This design comes from an exercise in tuning for small area and a short achievable clock period on the open sky130 flow, not from production work.
At most, simulation tests tie the RTL to the original design; equivalence was not proved.
Power and IR drop assume default switching activity.

## P
## icache_assoc_prefetch
module icache_assoc_prefetch #(
    parameter int NUM_SETS       = 16,
    parameter int NUM_WAYS       = 2,
    parameter int PREFETCH_DEPTH = 4,
    parameter int NUM_MSHR       = 4
) (
    input  logic        clock,
    input  logic        reset,
    input  logic        squash,
    input  logic [3:0]  Imem2proc_response,
    input  logic [63:0] Imem2proc_data,
    input  logic [3:0]  Imem2proc_tag,
    input  logic [31:0] proc2Icache_addr,
    input  logic        early_branch_valid,
    input  logic [12:0] early_branch_target,
    output logic [1:0]  proc2Imem_command,
    output logic [31:0] proc2Imem_addr,
    output logic [63:0] Icache_data_out,
    output logic        Icache_valid_out
);
    logic [15:0]  st_x, st_y;
    logic [8:0]   tag0_q [16];
    logic [8:0]   tag1_q [16];
    logic [63:0]  data0_q [16];
    logic [63:0]  data1_q [16];
    logic [3:0]   mv_q;
    logic [12:0]  mba_q  [4];
    logic [3:0]   mtag_q [4];
    logic [12:0]  last_ba_q;
    logic [12:0]  ba;
    logic [3:0]   idx;
    logic [8:0]   tg;
    logic [15:0]  v0, v1;
    logic [15:0]  dec;
    assign ba  = proc2Icache_addr[15:3];
    assign idx = ba[3:0];
  ...
Size in the first run: roughly 6700 cells after synthesis, roughly 2500 flip-flops, roughly 100000 um^2 of cells after synthesis.
make LEC_CHECK=0 CAP_MARGIN=30 CORE_MARGIN=2 CORE_UTILIZATION=65 CTS_BUF_LIST=sky130_fd_sc_hd__clkbuf_8 CTS_CLUSTER_DIAMETER=60 CTS_CLUSTER_SIZE=16 SETUP_SLACK_MARGIN=5 SLEW_MARGIN=40 finish   # period 12.5 ns
run.sh (not shown) runs the stock make flow with config.mk's settings and CLKGATE_MAP_FILE= SYNTH_SCRIPT=/design/flow/synth_recipe.tcl, a recipe that flattens the netlist after the stock synthesis.
Input-level comparison between Q and P:
--- a/flow/design.v
+++ b/flow/design.v
@@ -105,21 +105,21 @@
                     inm[k] = 1'b1;
         end
     end
     logic [3:0]  cov;
     logic [12:0] c1, c2, c3;
     assign cov[0] = dem_hit | inm[0];
     assign cov[1] = pres[1] | inm[1];
     assign cov[2] = pres[2] | inm[2];
     assign cov[3] = pres[3] | inm[3];
-    assign c1 = ebv ? early_branch_target           : last_ba_q + 13'd1;
-    assign c2 = ebv ? early_branch_target + 13'd1   : last_ba_q + 13'd2;
-    assign c3 = ebv ? early_branch_target + 13'd2   : last_ba_q + 13'd3;
+    assign c1 = ebv ? early_branch_target           : ba + 13'd1;
+    assign c2 = ebv ? early_branch_target + 13'd1   : ba + 13'd2;
+    assign c3 = ebv ? early_branch_target + 13'd2   : ba + 13'd3;
     logic [12:0] sel_ba;
     always_comb begin
         if (!cov[0])      sel_ba = ba;
         else if (!cov[1]) sel_ba = c1;
         else if (!cov[2]) sel_ba = c2;
         else              sel_ba = c3;
     end
     logic       free_found;
     logic [3:0] free_oh;
Findings:
- Relative to P, global-route met3 utilization has decreased by 5.2 points in Q.
- Re share of the cycle needed by the critical path after routing: Q is 0.24 points down on P.
- Q: global-route usage 2.8 points below P
- Q vs P, total wire length after detailed routing went down by 8.1%.
- Compared Q against P; clock input transition at the sequential cells of the worst setup and hold paths within noise.
- Changes observed in Q relative to P: clock network fraction of design power went up, worst slack at placement has decreased, reg-to-reg setup timing slack lost 0.15 ns, cell count fell by 2.5%.
- Comparing Q and P, global-route met2 utilization is higher on P.
- Summary: with P as the reference, floorplan core area in Q moved down slightly.
Function not checked in P: the RTL went through the layout flow alone.

========
The RTL this note starts from:
==> flow/design.v <==
module icache_assoc_prefetch #(
    parameter int NUM_SETS       = 16,
    parameter int NUM_WAYS       = 2,
    parameter int PREFETCH_DEPTH = 4,
    parameter int NUM_MSHR       = 4
) (
    input  logic        clock,
    input  logic        reset,
    input  logic        squash,
    input  logic [3:0]  Imem2proc_response,
    input  logic [63:0] Imem2proc_data,
    input  logic [3:0]  Imem2proc_tag,
    input  logic [31:0] proc2Icache_addr,
    input  logic        early_branch_valid,
    input  logic [12:0] early_branch_target,
    output logic [1:0]  proc2Imem_command,
    output logic [31:0] proc2Imem_addr,
    output logic [63:0] Icache_data_out,
    output logic        Icache_valid_out
);
    logic [15:0]  st_x, st_y;
    logic [8:0]   tag0_q [16];
    logic [8:0]   tag1_q [16];
    logic [63:0]  data0_q [16];
    logic [63:0]  data1_q [16];
    logic [3:0]   mv_q;
    logic [12:0]  mba_q  [4];
    logic [3:0]   mtag_q [4];
    logic [12:0]  last_ba_q;
    logic [12:0]  ba;
    logic [3:0]   idx;
    logic [8:0]   tg;
    logic [15:0]  v0, v1;
    logic [15:0]  dec;
    assign ba  = proc2Icache_addr[15:3];
    assign idx = ba[3:0];
    assign tg  = ba[12:4];
    assign v1  = st_x;
    assign v0  = st_x | st_y;
    always_comb
        for (int s = 0; s < 16; s++) dec[s] = (idx == 4'(s));
    logic [8:0]  rt0, rt1;
    logic        rv0, rv1;
    logic [63:0] rd0, rd1;
    logic        hw0, hw1, dem_hit;
    always_comb begin
        rt0 = '0; rt1 = '0; rv0 = 1'b0; rv1 = 1'b0; rd0 = '0; rd1 = '0;
        for (int s = 0; s < 16; s++) begin
            rt0 = rt0 | ({9{dec[s]}} & tag0_q[s]);
            rt1 = rt1 | ({9{dec[s]}} & tag1_q[s]);
            rv0 = rv0 | (dec[s] & v0[s]);
            rv1 = rv1 | (dec[s] & v1[s]);
            rd0 = rd0 | ({64{dec[s]}} & data0_q[s]);
            rd1 = rd1 | ({64{dec[s]}} & data1_q[s]);
        end
    end
    assign hw0     = rv0 && (rt0 == tg);
    assign hw1     = rv1 && (rt1 == tg);
    assign dem_hit = hw0 | hw1;
    logic        ebv;
    logic [8:0]  pt, pt1;
    logic [15:0] hp;
    logic [2:0]  hp1;
    logic [15:0] dci [4];
    logic [3:0]  pres, inm;
    assign ebv = early_branch_valid;
    assign pt  = ebv ? early_branch_target[12:4] : tg;
    assign pt1 = ebv ? early_branch_target[12:4] + 9'd1 : tg + 9'd1;
    always_comb begin
        for (int s = 0; s < 16; s++)
            hp[s]  = (v0[s] && tag0_q[s] == pt)  || (v1[s] && tag1_q[s] == pt);
        for (int s = 0; s < 3; s++)
            hp1[s] = (v0[s] && tag0_q[s] == pt1) || (v1[s] && tag1_q[s] == pt1);
    end
    logic [15:0] edec;
    logic [3:0]  eidx;
    assign eidx = early_branch_target[3:0];
    always_comb begin
        for (int s = 0; s < 16; s++) edec[s] = (eidx == 4'(s));
        for (int k = 1; k < 4; k++)
            for (int s = 0; s < 16; s++)
                dci[k][s] = ebv ? edec[(s - k + 17) % 16] : dec[(s - k + 16) % 16];
        dci[0] = dec;
    end
    always_comb begin
        pres = '0;
        for (int k = 1; k < 4; k++)
            for (int s = 0; s < 16; s++)
                if (s < 3) begin
                    if (dci[k][s] && (( ebv && s < k - 1) || (!ebv && s < k)) && hp1[s]) pres[k] = 1'b1;
                    if (dci[k][s] && !(( ebv && s < k - 1) || (!ebv && s < k)) && hp[s]) pres[k] = 1'b1;
                end else begin
                    if (dci[k][s] && hp[s]) pres[k] = 1'b1;
                end
    end
    always_comb begin
        inm = '0;
        for (int m = 0; m < 4; m++) begin
            if (mv_q[m] && mba_q[m] == ba) inm[0] = 1'b1;
            for (int k = 1; k < 4; k++)
                if (mv_q[m] &&
                    (ebv ? mba_q[m][3:0] - 4'(k - 1) : mba_q[m][3:0] - 4'(k)) == (ebv ? eidx : idx) &&
                    mba_q[m][12:4] == (((ebv && mba_q[m][3:0] < 4'(k - 1)) ||
                                        (!ebv && mba_q[m][3:0] < 4'(k))) ? pt1 : pt))
                    inm[k] = 1'b1;
        end
    end
    logic [3:0]  cov;
    logic [12:0] c1, c2, c3;
    assign cov[0] = dem_hit | inm[0];
    assign cov[1] = pres[1] | inm[1];
    assign cov[2] = pres[2] | inm[2];
    assign cov[3] = pres[3] | inm[3];
    assign c1 = ebv ? early_branch_target           : ba + 13'd1;
    assign c2 = ebv ? early_branch_target + 13'd1   : ba + 13'd2;
    assign c3 = ebv ? early_branch_target + 13'd2   : ba + 13'd3;
    logic [12:0] sel_ba;
    always_comb begin
        if (!cov[0])      sel_ba = ba;
        else if (!cov[1]) sel_ba = c1;
        else if (!cov[2]) sel_ba = c2;
        else              sel_ba = c3;
    end
    logic       free_found;
    logic [3:0] free_oh;
    assign free_found = ~&mv_q;
    assign free_oh[0] = ~mv_q[0];
    assign free_oh[1] = mv_q[0] & ~mv_q[1];
    assign free_oh[2] = &mv_q[1:0] & ~mv_q[2];
    assign free_oh[3] = &mv_q[2:0] & ~mv_q[3];
    logic issue, alloc;
    assign issue = ~&cov && free_found && (ba == last_ba_q);
    assign alloc = issue && (Imem2proc_response != 4'd0);
    assign proc2Imem_command = {1'b0, issue};
    assign proc2Imem_addr    = {16'b0, sel_ba, 3'b0};
    assign Icache_valid_out  = dem_hit;
    assign Icache_data_out   = {hw0 ? rd0[63:32] : rd1[63:32], hw1 ? rd1[31:0] : rd0[31:0]};
    logic [3:0]  fh;
    logic [15:0] fset;
    logic [8:0]  fill_tag;
    always_comb begin
        fset = '0;
        fill_tag = '0;
        for (int m = 0; m < 4; m++) begin
            fh[m] = mv_q[m] && (mtag_q[m] == Imem2proc_tag);
            fill_tag = fill_tag | ({9{fh[m]}} & mba_q[m][12:4]);
            for (int s = 0; s < 16; s++)
                if (fh[m] && mba_q[m][3:0] == 4'(s)) fset[s] = 1'b1;
        end
    end
    logic [15:0] we0, we1;
    assign we1 = fset & st_y;
    assign we0 = fset & ~st_y;
    always_ff @(posedge clock or posedge reset) begin
        if (reset) begin
            st_x      <= '0;
            st_y      <= '0;
            mv_q      <= '0;
            last_ba_q <= '1;
        end else begin
            last_ba_q <= squash ? 13'h1fff : ba;
            for (int s = 0; s < 16; s++) begin
                if (fset[s]) begin
                    st_x[s] <= st_x[s] | st_y[s];
                    st_y[s] <= ~st_y[s];
                end else if (dec[s] && dem_hit) begin
                    st_y[s] <= ~hw1;
                end
            end
            for (int m = 0; m < 4; m++)
                mv_q[m] <= (mv_q[m] & ~fh[m]) | (alloc & free_oh[m]);
        end
    end
    always_ff @(posedge clock) begin
        for (int m = 0; m < 4; m++)
            if (alloc && free_oh[m]) begin
                mba_q[m]  <= sel_ba;
                mtag_q[m] <= Imem2proc_response;
            end
        for (int s = 0; s < 16; s++) begin
            if (we0[s]) begin
                tag0_q[s]  <= fill_tag;
                data0_q[s] <= Imem2proc_data;
            end
            if (we1[s]) begin
                tag1_q[s]  <= fill_tag;
                data1_q[s] <= Imem2proc_data;
            end
        end
    end
endmodule
clock: 12.5 ns
lec_check: 0
cap_margin: 20
core_margin: 2
core_utilization: 65
cts_buf_list: sky130_fd_sc_hd__clkbuf_8
cts_cluster_diameter: 60
cts_cluster_size: 16
setup_slack_margin: 5
slew_margin: 20
The first run produced a layout that fails on slew limit.
==> next run, changes <==
--- a/flow/design.v
+++ b/flow/design.v
@@ -57,21 +57,20 @@
     assign hw0     = rv0 && (rt0 == tg);
     assign hw1     = rv1 && (rt1 == tg);
     assign dem_hit = hw0 | hw1;
     logic        ebv;
-    logic [8:0]  pt, pt1;
+    logic [8:0]  pt;
     logic [15:0] hp;
     logic [2:0]  hp1;
     logic [15:0] dci [4];
     logic [3:0]  pres, inm;
     assign ebv = early_branch_valid;
     assign pt  = ebv ? early_branch_target[12:4] : tg;
-    assign pt1 = ebv ? early_branch_target[12:4] + 9'd1 : tg + 9'd1;
     always_comb begin
         for (int s = 0; s < 16; s++)
             hp[s]  = (v0[s] && tag0_q[s] == pt)  || (v1[s] && tag1_q[s] == pt);
         for (int s = 0; s < 3; s++)
-            hp1[s] = (v0[s] && tag0_q[s] == pt1) || (v1[s] && tag1_q[s] == pt1);
+            hp1[s] = (v0[s] && tag0_q[s] - 9'd1 == pt) || (v1[s] && tag1_q[s] - 9'd1 == pt);
     end
     logic [15:0] edec;
     logic [3:0]  eidx;
     assign eidx = early_branch_target[3:0];
@@ -99,10 +98,10 @@
             if (mv_q[m] && mba_q[m] == ba) inm[0] = 1'b1;
             for (int k = 1; k < 4; k++)
                 if (mv_q[m] &&
                     (ebv ? mba_q[m][3:0] - 4'(k - 1) : mba_q[m][3:0] - 4'(k)) == (ebv ? eidx : idx) &&
-                    mba_q[m][12:4] == (((ebv && mba_q[m][3:0] < 4'(k - 1)) ||
-                                        (!ebv && mba_q[m][3:0] < 4'(k))) ? pt1 : pt))
+                    (((ebv && mba_q[m][3:0] < 4'(k - 1)) ||
+                      (!ebv && mba_q[m][3:0] < 4'(k))) ? mba_q[m][12:4] - 9'd1 : mba_q[m][12:4]) == pt)
                     inm[k] = 1'b1;
         end
     end
     logic [3:0]  cov;
What happened: With this change the flow passed the timing, design-rule and antenna checks; clock-buffer cell count rose by 1; utilization is lower by 0.49 points; via count went up by about 3%; wire length goes up by 4.0%; final cell count increases by about 0.8%; sequential power is about the same; power rises by 0.50%.
For the second run of this note, only the layout was checked, not whether the RTL still works.

## separate check: timing with driven ports
How much do the figures lean on ideal ports? The routed layouts below were timed once more, with nothing changed but the port constraints. Step 1 sets driving cells, clkbuf_16 on the clock port and buf_2 on the other inputs (assumed; they add their load-dependent delay and slew). Step 2 moves the port delays by t, midway between the first and last clock arrival at a register: inputs arrive t later, outputs are due t later. That takes back most of the time a late clock gives input paths. Three values: ideal ports, drivers, drivers and shift; two values: the first two.
run	t, ns	setup slack, ns	worst setup path at the end	worst slew at a driven data input, ns	cell pins on the clock port's net
P	1.063	3.505 / 3.276 / 3.276	input to output	0.42	1
Q	1.059	3.535 / 3.192 / 3.192	input to output	0.39	1
the first run of note 2	1.048	3.595 / 3.304 / 3.304	input to output	0.36	1
the second run of note 2	1.066	3.340 / 3.232 / 3.232	input to output	0.23	1
The setup slack of Q, which loses most, moves by -0.343 ns with the drivers and by -0.343 ns with both steps.
